Source: an optimization exercise on an open RTL-to-GDS flow (aim: small area, a short achievable clock period and few clock cycles). Production flows keep margins and buffers that such runs may drop.
The RTL was checked by simulation tests, not by an equivalence proof against the original design.
Power and IR drop assume default switching activity.

build 32:
==> flow/design.v (excerpt) <==
module ram_scan_resp #(
    parameter int WIN_BASE = 0,
    parameter int WIN_LEN  = 32
) (
    input  logic       clk,
    input  logic       rst,
    input  logic [7:0] ram_addr,
    input  logic [7:0] ram_wdat,
    output logic [7:0] ram_rdat,
    input  logic       ram_rd_,
    input  logic       ram_wr_,
    output logic       scan_valid,
    input  logic       scan_ready,
    output logic [7:0] scan_data,
    output logic [7:0] scan_idx,
    output logic       scan_last
);
    logic [7:0] mem [0:255];
    always_ff @(posedge clk) begin
        if (!ram_wr_) begin
            mem[ram_addr] <= ram_wdat;
        end
    end
    assign ram_rdat = ram_rd_ ? 8'h00 : mem[ram_addr];
    localparam int QUIET  = 3;
    localparam int WQUIET = 4;
    localparam int QCAP   = 15;
    localparam int IW     = (WIN_LEN <= 2)  ? 1 : (WIN_LEN <= 4)  ? 2 : (WIN_LEN <= 8)   ? 3 :
                            (WIN_LEN <= 16) ? 4 : (WIN_LEN <= 32) ? 5 : (WIN_LEN <= 64)  ? 6 :
                            (WIN_LEN <= 128) ? 7 : 8;    
    logic       dirty, win_hit, any_wr, start;
  ...
Size in the first run: roughly 2100 flip-flops, about 47 I/O pins, roughly 83000 um2 of cells after synthesis.
export LEC_CHECK = 0
export CAP_MARGIN = 20
export CORE_MARGIN = 2
export CORE_UTILIZATION = 65
export SETUP_SLACK_MARGIN = 3
export SLEW_MARGIN = 20
create_clock -name core_clock -period 7.5 [get_ports {clk}]
run.sh (not shown) runs the stock make flow with config.mk's settings and CLKGATE_MAP_FILE= SYNTH_SCRIPT=/design/flow/synth_recipe.tcl, a recipe that flattens the netlist after the stock synthesis.
Testbench counts of build 32, summed over its fixed seeds: cycles 20,130.
### build 32 -> build 94
Settings: a change of SETUP_SLACK_MARGIN from 3 to 4; an added CTS_BUF_LIST of sky130_fd_sc_hd__clkbuf_8; an added CTS_CLUSTER_DIAMETER of 50; an added CTS_CLUSTER_SIZE of 16; an added TNS_END_PERCENT of 5; a change of CORE_UTILIZATION from 65 to 70.
--- outcome ---
Diff build 32 -> build 94 | antenna cell count | increase of 4. Every stage of the flow completed for build 94, and the final layout passed the timing, design-rule and antenna checks. No stage failed in build 32, and the final checks on the layout all came back clean. Compared with build 32, build 94 shows a lower height of the die. [build 94 vs build 32] fraction of the cycle the final worst path needs: lower in build 94. On clock sink total, build 32 tracks build 94 almost exactly. Build 94 -> build 32: post-synthesis adder-cell area fraction delta 0, exact match. Build 94 vs build 32 — transition time at the pin with the least slew margin dropped 0.046 ns. Compared build 94 vs build 32, and count of plain and timing-repair buffers in the layout is up in build 94. Going from build 32 to build 94, setup-violating endpoint count in the final report flat, fraction of the mapped netlist area in compound gates flat.
Modified inputs, build 43 compared to build 94
Settings: CTS_CLUSTER_SIZE now 20, was 16; CTS_CLUSTER_DIAMETER now 60, was 50; CTS_BUF_LIST now sky130_fd_sc_hd__clkbuf_16, was sky130_fd_sc_hd__clkbuf_8.
==> comparison <==
Routed wire length: build 43 vs build 94 up 1.9%
Number of buffers added for setup after CTS: build 43 and build 94 compared, lower one is build 43
Looking at build 43 and build 94, the hold slack is a wash.
Taking build 94 as the reference point, the area fraction of clock buffers and clock inverters of build 43 rises by 1.7 points.
Highest signal layer in the routed design = met5: build 43; highest signal layer in the routed design = met4: build 94
Between build 94 and build 43, the clock transition at the register clock pins on the worst setup and hold paths after CTS does not differ in any meaningful way.
Comparing build 43 and build 94, the higher peak clock frequency supported by timing is on build 94.
On cell count, build 94 tracks build 43 almost exactly.
Of build 43 and build 94, the higher clock-buffer cell count belongs to build 94.
Smallest setup slack after layout, build 43 and build 94: smaller value in build 43
Build 94 -> build 43: number of hold violations in the final report delta 0, exact match
Compared build 43 against build 94; data required time of the critical path within noise.
## Diff of input files: build 97 against build 43
Settings: removing CTS_CLUSTER_DIAMETER (formerly 60); removing CTS_CLUSTER_SIZE (formerly 20); changing CORE_UTILIZATION from 70 to 40; removing TNS_END_PERCENT (formerly 5); removing SETUP_SLACK_MARGIN (formerly 4); removing CTS_BUF_LIST (formerly sky130_fd_sc_hd__clkbuf_16).
[summary]
Compared with build 43, build 97 shows shortest period the worst path allows higher by 1.61 ns.
Count of multi-input combinational gates: build 97 vs build 43 — no meaningful difference
Diff build 43 -> build 97 | die area | up by more than half
Detail-routed net length per standard cell (higher): build 43
Build 97 has clock-net power above what build 43 had.
Setup slack (lower): build 97
--- input diff build 97..build 92 ---
Settings: CTS_BUF_LIST newly set to sky130_fd_sc_hd__clkbuf_8; CTS_CLUSTER_SIZE newly set to 16; PLACE_DENSITY newly set to 0.8; SETUP_SLACK_MARGIN newly set to 4; CTS_CLUSTER_DIAMETER newly set to 50; CORE_UTILIZATION changed from 40 to 75; TNS_END_PERCENT newly set to 5.
==> run notes <==
- Comparing build 92 and build 97, the lower post-synthesis to final-layout area growth was measured on build 92.
- The run showing the greater insertion delay to the later sink of the worst-skew pair is build 92.
- Critical path arrival for build 92 is lower than for build 97.
- The routing usage on met3 reported for build 92 is greater than that of build 97 by 5.6 points.
- Where floorplan core area is concerned, build 97 is outperformed by build 92.

## port drivers added, routing unchanged
The flow's constraints put no driver on any port. The routed layouts listed below were extracted and timed again, unchanged, in two steps.
Step 1 (the two cells are an assumption about what drives the block):
set clk [get_ports {clk}]
set_driving_cell -lib_cell sky130_fd_sc_hd__clkbuf_16 $clk
set_driving_cell -lib_cell sky130_fd_sc_hd__buf_2 [delete_from_list [all_inputs] $clk]
Step 2 moves the port delays by t, midway between the first and last clock arrival at a register: inputs arrive t later, outputs are due t later. That takes back most of the time a late clock gives input paths.
Slacks: no drivers / after step 1 / after step 2; pairs: no drivers / after step 1.
| run | shift t [ns] | setup WS [ns] | worst setup path at the end | pins driven straight from the clock port |
|---|---|---|---|---|
| build 32 | 0.907 | 1.585 / 1.288 / 1.288 | input to output | 1 |
| build 94 | 0.997 | 1.843 / 1.358 / 1.358 | input to output | 1 |
| build 43 | 0.866 | 1.774 / 1.414 / 1.414 | input to output | 1 |
| build 97 | 0.923 | 0.159 / 0.079 / 0.079 | input to output | 1 |
| build 92 | 0.979 | 1.784 / 1.390 / 1.390 | input to output | 1 |
After both steps setup and hold are still met in every run listed. For build 94, which loses most, drivers alone change the setup slack by -0.485 ns; drivers and shift together by -0.485 ns.
